Background: an optimization exercise with open tools, aiming at small area, a short achievable clock period and few clock cycles per item. Do not read the settings as production practice.
Power is estimated from default activity; no workload was simulated.

## south
==> module instruction_issue, before the edit <==
module instruction_issue (
    input  logic                     clk,
    input  logic                     rst,
    input  logic                     head_valid,
    input  core_pkg::dec_t           head,
    output logic                     fire,
    output logic                     ex_alu,
    output logic                     ex_mul,
    output logic                     ex_div,
    output logic [5-1:0]   ex_rd,
    output logic [2:0]               ex_funct3,
    output logic                     ex_sub,
    output logic [32-1:0]         ex_a,
    output logic [32-1:0]         ex_b,
    output logic [32-1:0]         mul_a,
    input  logic [32-1:0]         alu_res,
    input  logic                     s2_valid,
    input  logic [5-1:0]   s2_rd,
    input  logic [32-1:0]         s2_res,
    input  logic                     div_busy,
    input  logic [5-1:0]   div_rd,
    input  logic                     div_resv,
    input  logic                     div_wr,
    input  logic [32-1:0]         div_res,
    input  logic                     rf_we,
    input  logic [5-1:0]   rf_waddr,
    input  logic [32-1:0]         rf_wdata
);
    logic [32-1:1][32-1:0] rf;
    logic [32-1:0][32-1:0] rf_rd;
    logic [5-1:0] rs1;
    logic [5-1:0] rs2;
    logic                   use_rs2;
    logic [32-1:0]       rs1_val;
    logic [32-1:0]       rs2_val;
    logic                   haz_mul;
    logic                   haz_div;
    logic                   blk_div;
    logic                   blk_slot;
    genvar gi;
    generate
        for (gi = 1; gi < 32; gi++) begin : g_rf
            always_ff @(posedge clk) begin
                if (rf_we && rf_waddr == gi)
                    rf[gi] <= rf_wdata;
            end
        end
    endgenerate
    assign rf_rd = {rf, {32{1'b0}}};
    assign rs1     = head.rs1;
    assign rs2     = head.imm[4:0];
    assign use_rs2 = !head.use_imm;
    always_comb begin
        if (ex_alu && ex_rd == rs1)
            rs1_val = alu_res;
        else if (s2_valid && s2_rd == rs1)
            rs1_val = s2_res;
        else if (div_wr && div_rd == rs1)
            rs1_val = div_res;
        else if (rf_we && rf_waddr == rs1)
            rs1_val = rf_wdata;
        else
            rs1_val = rf_rd[rs1];
    end
    always_comb begin
        if (ex_alu && ex_rd == rs2)
            rs2_val = alu_res;
        else if (s2_valid && s2_rd == rs2)
            rs2_val = s2_res;
        else if (div_wr && div_rd == rs2)
            rs2_val = div_res;
        else if (rf_we && rf_waddr == rs2)
            rs2_val = rf_wdata;
        else
            rs2_val = rf_rd[rs2];
    end
    assign haz_mul  = ex_mul && (ex_rd == rs1 || (use_rs2 && ex_rd == rs2));
    assign haz_div  = div_busy && !div_wr &&
                      (div_rd == rs1 || (use_rs2 && div_rd == rs2) || div_rd == head.rd);
    assign blk_div  = head.div && div_busy && !div_wr;
    assign blk_slot = !head.div && div_resv;
    assign fire = head_valid && !haz_mul && !haz_div && !blk_div && !blk_slot;
    always_ff @(posedge clk) begin
        if (rst) begin
            ex_alu <= 1'b0;
            ex_mul <= 1'b0;
            ex_div <= 1'b0;
        end else begin
            ex_alu <= fire && head.alu;
            ex_mul <= fire && head.mul;
            ex_div <= fire && head.div;
        end
    end
    logic [32-1:0] op_b;
    assign op_b = head.use_imm ? {{(32-12){head.imm[11]}}, head.imm} : rs2_val;
    always_ff @(posedge clk) begin
        ex_rd     <= head.rd;
        ex_funct3 <= head.funct3;
        ex_sub    <= head.sub;
        ex_a      <= rs1_val;
        ex_b      <= op_b;
        mul_a     <= head.mul ? rs1_val : '0;
    end
endmodule
==> module core_issue_top, before the edit <==
module core_issue_top (
    input  logic                   clk,
    input  logic                   rst,
    input  logic                   instr_valid,
    input  logic [31:0]            instr_word,
    input  logic                   flush,
    output logic                   stall,
    output logic                   wb_valid,
    output logic [5-1:0] wb_rd,
    output logic [32-1:0]       wb_data
);
    logic                   dec_ok;
    core_pkg::dec_t         dec;
    logic                   head_valid;
    core_pkg::dec_t         head;
    logic                   fire;
    logic                   ex_alu, ex_mul, ex_div;
    logic [5-1:0] ex_rd;
    logic [2:0]             ex_funct3;
    logic                   ex_sub;
    logic [32-1:0]       ex_a, ex_b;
    logic [32-1:0]       mul_a;
    logic [32-1:0]       alu_res;
    logic                   s2_valid;
    logic [5-1:0] s2_rd;
    logic [32-1:0]       s2_res;
    logic                   div_busy;
    logic [5-1:0] div_rd;
    logic                   div_resv;
    logic                   div_wr;
    logic [32-1:0]       div_res;
    logic                   rf_we;
    logic [5-1:0] rf_waddr;
    logic [32-1:0]       rf_wdata;
    instr_decoder u_decoder (
        .instr_word (instr_word),
        .dec_ok     (dec_ok),
        .dec        (dec)
    );
    instr_queue u_queue (
        .clk        (clk),
        .rst        (rst),
        .flush      (flush),
        .push       (instr_valid && !flush && dec_ok),
        .wr_data    (dec),
        .pop        (fire),
        .head_valid (head_valid),
        .head       (head),
        .stall      (stall)
    );
    instruction_issue u_issue (
        .clk        (clk),
        .rst        (rst),
        .head_valid (head_valid),
        .head       (head),
        .fire       (fire),
        .ex_alu     (ex_alu),
        .ex_mul     (ex_mul),
        .ex_div     (ex_div),
        .ex_rd      (ex_rd),
        .ex_funct3  (ex_funct3),
        .ex_sub     (ex_sub),
        .ex_a       (ex_a),
        .ex_b       (ex_b),
        .mul_a      (mul_a),
        .alu_res    (alu_res),
        .s2_valid   (s2_valid),
        .s2_rd      (s2_rd),
        .s2_res     (s2_res),
        .div_busy   (div_busy),
        .div_rd     (div_rd),
        .div_resv   (div_resv),
        .div_wr     (div_wr),
        .div_res    (div_res),
        .rf_we      (rf_we),
        .rf_waddr   (rf_waddr),
        .rf_wdata   (rf_wdata)
    );
    execute_cluster u_execute (
        .clk        (clk),
        .rst        (rst),
        .ex_alu     (ex_alu),
        .ex_mul     (ex_mul),
        .ex_div     (ex_div),
        .ex_rd      (ex_rd),
        .ex_funct3  (ex_funct3),
        .ex_sub     (ex_sub),
        .ex_a       (ex_a),
        .ex_b       (ex_b),
        .mul_a      (mul_a),
        .mul_b      (ex_b),
        .alu_res    (alu_res),
        .issue_div  (fire && head.div),
        .issue_rd   (head.rd),
        .issue_rem  (head.funct3[1]),
        .s2_valid   (s2_valid),
        .s2_rd      (s2_rd),
        .s2_res     (s2_res),
        .div_busy   (div_busy),
        .div_rd     (div_rd),
        .div_resv   (div_resv),
        .div_wr     (div_wr),
        .div_res    (div_res),
        .rf_we      (rf_we),
        .rf_waddr   (rf_waddr),
        .rf_wdata   (rf_wdata),
        .wb_valid   (wb_valid),
        .wb_rd      (wb_rd),
        .wb_data    (wb_data)
    );
endmodule
clock: 7.0 ns
lec_check: 0
abc_clock_period_in_ps: 3000
cap_margin: 20
core_margin: 2
core_utilization: 40
setup_slack_margin: 3.0
slew_margin: 20
run.sh (not shown) runs the stock make flow with config.mk's settings and CLKGATE_MAP_FILE= SYNTH_SCRIPT=/design/flow/synth_recipe.tcl, a recipe that flattens the netlist after the stock synthesis.
south: PASS, flow complete, no timing, DRC or antenna violations
What north does differently from south at the input level:
--- a/flow/design.v
+++ b/flow/design.v
@@ -112,9 +112,8 @@
     output logic [2:0]               ex_funct3,
     output logic                     ex_sub,
     output logic [32-1:0]         ex_a,
     output logic [32-1:0]         ex_b,
-    output logic [32-1:0]         mul_a,
     input  logic [32-1:0]         alu_res,
     input  logic                     s2_valid,
     input  logic [5-1:0]   s2_rd,
     input  logic [32-1:0]         s2_res,
@@ -199,9 +198,8 @@
         ex_funct3 <= head.funct3;
         ex_sub    <= head.sub;
         ex_a      <= rs1_val;
         ex_b      <= op_b;
-        mul_a     <= head.mul ? rs1_val : '0;
     end
 endmodule
 `timescale 1ns/10ps
 import core_pkg::*;
@@ -1120,9 +1118,8 @@
     logic [5-1:0] ex_rd;
     logic [2:0]             ex_funct3;
     logic                   ex_sub;
     logic [32-1:0]       ex_a, ex_b;
-    logic [32-1:0]       mul_a;
     logic [32-1:0]       alu_res;
     logic                   s2_valid;
     logic [5-1:0] s2_rd;
     logic [32-1:0]       s2_res;
@@ -1163,9 +1160,8 @@
         .ex_funct3  (ex_funct3),
         .ex_sub     (ex_sub),
         .ex_a       (ex_a),
         .ex_b       (ex_b),
-        .mul_a      (mul_a),
         .alu_res    (alu_res),
         .s2_valid   (s2_valid),
         .s2_rd      (s2_rd),
         .s2_res     (s2_res),
@@ -1188,9 +1184,9 @@
         .ex_funct3  (ex_funct3),
         .ex_sub     (ex_sub),
         .ex_a       (ex_a),
         .ex_b       (ex_b),
-        .mul_a      (mul_a),
+        .mul_a      (ex_a),
         .mul_b      (ex_b),
         .alu_res    (alu_res),
         .issue_div  (fire && head.div),
         .issue_rd   (head.rd),
--- outcome ---
- north completed every stage of the flow, and the final layout passed the timing, design-rule and antenna checks.
- The final reports for north and south show clock power share lower in the former.
- north -> south: simple-gate share of the synthesized area flat
- Relative to south, the fraction of the cycle the final worst path needs of north is lower by 0.16 points.
- Taking south as the reference, in north number of buffers created by CTS fell 4; total inserted antenna cells fell 2.
- Going from south to north, the synthesis-to-layout area growth was found to have gone down by 0.62 points.
- Against south, worst ir drop on vdd in north rose by more than a quarter.
- Headroom to the max-slew limit deteriorates in north relative to south.
- south → north: share of the yosys chip area belonging to registers went down by 0.39 points; horizontal extent of the die went down by about 0.38%; number of sequential cells in the layout went down by 32.
No run of this note included a check of the RTL's function; only the layout flow was run.

## what the ideal ports hide
The flow's constraints put no driver on any port. The routed layouts listed below were extracted and timed again, unchanged, in two steps.
Step 1, drivers: a clkbuf_16 drives clk and a buf_2 each remaining input, both assumed.
Step 2 also shifts input and output timing later by t, the mid clock arrival at the registers, as if the neighbouring blocks saw the same clock.
Three values: no drivers, after step 1, after step 2; two values: the first two.
run | shift t [ns] | slack for setup (ns) | hold slack, ns
south | 0.889 | 2.757 / 2.669 / 3.032 | 0.343 / 0.343 / 0.343
north | 0.889 | 2.768 / 2.678 / 3.016 | 0.338 / 0.338 / 0.338
After both steps every run listed still meets setup and hold.
